What follows belongs to an exercise in optimizing a design on an open flow for small area, a short achievable clock period and few clock cycles per item; a production flow would make more cautious choices. The RTL was checked by simulation tests, not by an equivalence proof against the original design.

## flow/design.v (module list and top-level ports; edited modules follow where they fit)
// module esd_fa: 10 lines
// module esd_ha: 9 lines
// module epoch_seconds_to_date: 3572 lines
module epoch_seconds_to_date (
    input  logic        i_clk,
    input  logic        i_rst_n,
    input  logic        start,
    output logic        busy,
    input  logic [31:0] i_epoch_seconds,
    output logic        o_done,
    output logic [11:0] o_year,
    output logic [3:0]  o_month,
    output logic [4:0]  o_day,
    output logic [4:0]  o_hour,
    output logic [5:0]  o_minute,
    output logic [5:0]  o_second
);
  // ...
==> flow/run.sh <==
#!/bin/bash
# synth_recipe.tcl (not shown) runs the flow's synth.tcl, then flattens the netlist and writes it again
# the make line also repeats each setting of config.mk as NAME=value (left out here)
make -C /OpenROAD-flow-scripts/flow DESIGN_CONFIG=/design/flow/config.mk WORK_HOME=/design/flow/orfs CLKGATE_MAP_FILE= SYNTH_SCRIPT=/design/flow/synth_recipe.tcl finish
==> flow/config.mk <==
export PLATFORM = sky130hd
export DESIGN_NAME = epoch_seconds_to_date
export DESIGN_NICKNAME = epoch_seconds_to_date
export VERILOG_FILES = /design/flow/design.v
export SDC_FILE = /design/flow/constraint.sdc
export NUM_CORES = 4
export LEC_CHECK = 0
export CAP_MARGIN = 20
export CORE_MARGIN = 2
export CORE_UTILIZATION = 60
export SETUP_SLACK_MARGIN = 3.2
export SLEW_MARGIN = 20
export SYNTH_HIERARCHICAL = 1
==> flow/constraint.sdc <==
create_clock -name core_clock -period 7.0 [get_ports {i_clk}]
set_input_delay 1.4000 -clock core_clock [delete_from_list [all_inputs] [get_ports {i_clk}]]
set_output_delay 1.4000 -clock core_clock [all_outputs]
set_load 0.01 [all_outputs]
==> results.sh, run 1 <==
export IMPL_clk_share_pct=6.518
export IMPL_startpoint_type="flip-flop"
export IMPL_placedInstanceArea_um2=13520
export IMPL_grt_max_degree=16
export IMPL_multi_input_comb_area_um2=6865
export IMPL_largest_register_ffs=6
export IMPL_drcViolationCount=0
export IMPL_r2r_end="r4_986$_DFF_P_"
export IMPL_ctsRootBufferMaster="clkbuf_16"
export IMPL_post_synth_most_frequent_cells="dfxtp_1 (265), fa_1 (131), ha_1 (127)"
export IMPL_finalWeightedCongestion=0.8747
export IMPL_hold_end="r3_1751$_DFF_P_"
export IMPL_fmax_mhz=265.2
export IMPL_tapcell_inserted=275
export IMPL_worst_hold_check_path_type="reg2reg"
export IMPL_origin_of_the_worst_min_delay_path="r2_1750$_DFF_P_"
export IMPL_required_ns=7.43
export IMPL_finalWirelength_um=20760
export IMPL_fin_util_pct=70.27
export IMPL_grt_total_ovfl=0
export IMPL_coreArea_um2=20960
export IMPL_instances_no_fill=1413
export IMPL_track_usage_pct=19.77
export IMPL_netlist_cell_type_count=68
export IMPL_synth_area_um2=12750
export IMPL_reg2regPathDepth=12
export IMPL_final_max_slew_viol_count=0
export IMPL_synth_compound_gate_area_share_pct=7.614
export IMPL_met3_usage_pct=3.232
export IMPL_floorplan_initialDensity_pct=60.86
export IMPL_highest_layer="met4"
export IMPL_portbufs=73
export IMPL_synth_register_bits=265
export IMPL_drive_gt1_share_pct=10.81
export IMPL_result_of_the_run="finished clean"
export IMPL_adder_cell_fraction_of_synth_area_pct=33.03
export IMPL_worst_setup_path_end_kind="flip-flop"
export IMPL_smallest_setup_slack_after_layout_ns=3.229
export IMPL_muxShareOfSynthArea_pct=0.2355
export IMPL_dieWidth_um=149.8
export IMPL_setup_worst_path_start="r3_639$_DFF_P_"
Testbench counts, summed over its fixed seeds: cycles 16,048, items 16,000.
==> run 2: changes to the inputs <==
--- a/flow/config.mk
+++ b/flow/config.mk
@@ -9,3 +9,3 @@
 export CORE_MARGIN = 2
-export CORE_UTILIZATION = 60
+export CORE_UTILIZATION = 40
 export SETUP_SLACK_MARGIN = 3.2
==> run 2 against run 1 <==
  * Still clean
  * Flip-flop and latch count unchanged
  * Register-to-register slack improved by 0.04 ns
  * Highest routed layer unchanged
  * Design area rose by 1.3%
  * Sequential share of layout area shrank 0.46 points
  * Critical path type unchanged
  * Die area grew 49%
  * Hold slack better by 0.0028 ns
==> results.sh, run 2 <==
export IMPL_postLayoutCellArea_um2=14910
export IMPL_floorplan_die_height_um=182.6
export IMPL_final_common_cell="dfxtp_1"
export IMPL_largest_register_ffs=6
export IMPL_grt_pass1_wl_um=35790
export IMPL_fin_util_pct=47.38
export IMPL_final_max_slew_viol_count=0
export IMPL_dp_hpwl_um=15770
export IMPL_die_area_um2=33320
export IMPL_postRouteAntennaNets=0
export IMPL_setup_worst_path_class="reg2reg"
export IMPL_antenna_cells_inserted=0
export IMPL_via_count_of_the_first_global_routing_pass=7582
export IMPL_grt_total_ovfl=0
export IMPL_grt_max_degree=17
export IMPL_worst_hold_check_path_type="reg2reg"
export IMPL_postSynthNetCount=1341
export IMPL_drcViolationCount=0
export IMPL_area_delta_synth_final_pct=16.93
export IMPL_numPlacedInstances=1472
export IMPL_netlist_area_leader_share_pct=41.60
export IMPL_max_slew_margin_pct=44.27
export IMPL_fmax_mhz=268.3
export IMPL_drt_first_iter_violations=207
export IMPL_reg2reg_setup_slack_ns=3.27
export IMPL_ctsRootBufferMaster="clkbuf_16"
export IMPL_grt_antenna_before_repair=0
export IMPL_worst_tran_pin_value_ns=0.8360
export IMPL_syn_instance_count=1048
export IMPL_largest_register="r_vld"
export IMPL_max_cap_violations=0
export IMPL_floorplan_initialDensity_pct=40.52
export IMPL_min_path_cells=0
export IMPL_origin_of_the_worst_min_delay_path="r5_1733$_DFF_P_"
export IMPL_timing_critical_path_arrival_ns=4.15
export IMPL_tritoncts_num_sinks=265
export IMPL_finalWirelength_um=20730
export IMPL_postCtsHoldBufs=0
export IMPL_std_cell_rows=65
export IMPL_route_detailed_wl_per_inst_um=13.41
export IMPL_timing_hold_violations_final=0
export IMPL_layout_min_cycle_time_ns=3.727
export IMPL_synth_edff_count=0
export IMPL_yosysTopAreaCell="dfxtp_1"
export IMPL_highest_layer="met4"
export IMPL_clk_latency_ns=0.54
export IMPL_ys_seq_area_share_pct=41.60
export IMPL_timing_final_setup_violations=0
export IMPL_fillerInstances=2839
export IMPL_cts_buffer_depth=3
export IMPL_fin_skew_ns=0.009453
export IMPL_crit_fanout=3
export IMPL_placedInstanceArea_um2=13680
export IMPL_r2r_end="r4_986$_DFF_P_"
export IMPL_netlist_cell_type_count=68
export IMPL_routed_length_on_met3_um=831
export IMPL_cts_buffers=28
export IMPL_result_of_the_run="finished clean"
export IMPL_final_cell_mix="dfxtp_1 (253), fa_1 (131), ha_1 (122)"
export IMPL_reg2regPathDepth=13
export IMPL_cts_tree="built"
export IMPL_synth_register_bits=265
export IMPL_synthesis_yosys_warnings=7
export IMPL_synth_area_um2=12750
export IMPL_yosys_top_cells_area="dfxtp_1 (42%), fa_1 (21%), ha_1 (12%)"
export IMPL_yosysMostFrequentCell="dfxtp_1"
export IMPL_dr_wl_met2_um=10030
export IMPL_pre_antenna_drt_iters=5
export IMPL_finalWeightedCongestion=0.8313
export IMPL_required_ns=7.42
export IMPL_fin_crit_sh_pct=53.24
export IMPL_dieWidth_um=182.6
export IMPL_post_synth_cell_area_avg_um2=12.17
export IMPL_post_synth_most_frequent_cells="dfxtp_1 (265), fa_1 (131), ha_1 (127)"
export IMPL_post_drt_via_cell_ratio=4.645
export IMPL_portbufs=73
export IMPL_via_count_of_the_routed_design=7177
export IMPL_r2r_start="r3_640$_DFF_P_"
export IMPL_m1WireLength_um=9333
export IMPL_prevailing_post_synth_register_cell="dfxtp_1"
export IMPL_hold_ws_ns=0.3239
export IMPL_worst_setup_path_end_kind="flip-flop"
export IMPL_coreArea_um2=31470
export IMPL_clock_pin_slew_on_the_worst_setup_and_hold_paths_ns=0.06
export IMPL_ios=75
export IMPL_nNetsFinal=1415
export IMPL_async_flop_share_pct=0
export IMPL_grt_setup_unrepaired="true"
export IMPL_cts_htree_levels=1
export IMPL_track_usage_pct=13.13
export IMPL_totalNegativeSetupSlack_ns=0
export IMPL_instances_no_fill=1545
export IMPL_startpoint_type="flip-flop"
export IMPL_hold_end="r6_1734$_DFF_P_"
export IMPL_drive_gt1_share_pct=10.85
## run 2: cell types whose count changed in the layout (fill, tap and decap cells not counted), moves of 2 or more
| cell | change |
|---|---|
| clkbuf_16 | +2 |
| and2_4 | +2 |
| fa_1 | +2 |
| inv_6 | +3 |
| clkbuf_1 | +4 |
| buf_4 | +4 |
| fa_2 | -2 |
| clkinv_2 | -4 |
## run 2: per-module statistics from Yosys (local to each module, per instance)
| module | flops+latches | cells inside | cell area [um^2] | times used |
|---|---|---|---|---|
| epoch_seconds_to_date | 265 | 830 | 9041 | 1 |
| esd_fa | 0 | 1 | 20.02 | 131 |
| esd_ha | 0 | 1 | 12.51 | 87 |
## run 2: kinds of logic after synthesis
kind of cell,synth area share [%]
buffers and inverters,5.269
adder cells (fa/ha/maj),33.03
flip-flops,41.60
XOR/XNOR,4.190
AO/OA/AOI/OAI,7.614
multiplexers,0.2355
AND/OR/NAND/NOR,8.036
other,0.02941
## run 2: layout make-up
cell class,count,area (um^2),share of cell area [%]
clock buffers,36,782.0,5.244
clock inverters,15,186.4,1.250
inverters,87,329.1,2.207
multi-input cells,645,6875,46.11
flip-flops and latches,265,5340,35.81
well taps,402,503.0,3.373
repair buffers,95,895.9,6.008
## run 2: worst max path at each step
stage | from | endpoint | depth (start not counted)
floorplan | r3_640$_DFF_P_ | r4_986$_DFF_P_ | 13
global placement | i_epoch_seconds[30] | r1_53$_DFF_P_ | 5
detailed placement | i_epoch_seconds[31] | r1_53$_DFF_P_ | 5
CTS | r3_642$_DFF_P_ | r4_986$_DFF_P_ | 15
global route | r3_640$_DFF_P_ | r4_986$_DFF_P_ | 13
finish | r3_640$_DFF_P_ | r4_986$_DFF_P_ | 13
## run 2: timing repair
| item | in CTS | in global routing |
|---|---|---|
| resized for setup | 17 | 9 |
| pin swaps | 13 | 10 |
| setup buffers | 18 | 4 |
| setup endpoints to repair | 2 | 7 |
## run 2: worst max-delay path, stage by stage (launching register included)
cell,delay (ns)
dfxtp_4,0.36
fa_1,0.56
fa_1,0.42
ha_1,0.28
or2_4,0.26
a21oi_4,0.15
nor2_1,0.07
and2_4,0.18
ha_4,0.21
ha_1,0.29
ha_2,0.16
or2_4,0.23
ha_2,0.16
or2_2,0.28
## run 2: metal layers
| layer | vias up | GRT usage, % |
|---|---|---|
| li1 | 3615 | - |
| met1 | 3400 | 16.59 |
| met2 | 117 | 23.04 |
| met3 | 45 | 2.016 |
| met4 | 0 | 4.226 |
| met5 | - | 0 |
## run 2: stage by stage
step | setup WS, ns
6_report | 3.273
5_1_grt | 3.154
4_1_cts | 3.149
3_5_place_dp | 2.827
3_3_place_gp | 2.858
2_1_floorplan | 3.212

afterwards: timing with drivers on the ports:
In the flow no input, the clock included, has a driving cell. The finished layouts below were timed again as built, in two steps.
Step 1 (the two cells are an assumption about what drives the block):
set clk [get_ports {i_clk}]
set_driving_cell -lib_cell sky130_fd_sc_hd__clkbuf_16 $clk
set_driving_cell -lib_cell sky130_fd_sc_hd__buf_2 [delete_from_list [all_inputs] $clk]
Step 2 moves the port delays by t, midway between the first and last clock arrival at a register: inputs arrive t later, outputs are due t later. That takes back most of the time a late clock gives input paths.
Three values: ideal ports, drivers, drivers and shift; two values: the first two.
| run | t (ns) | setup WS [ns] | slew at the worst register clock pin (ns) |
|---|---|---|---|
| run 1 | 0.581 | 3.229 / 3.229 / 2.824 | 0.06 / 0.06 |
| run 2 | 0.577 | 3.273 / 3.273 / 2.843 | 0.07 / 0.07 |
After both steps every run listed still meets setup and hold. The setup slack of run 2, which loses most, moves by 0.000 ns with the drivers and by -0.430 ns with both steps.
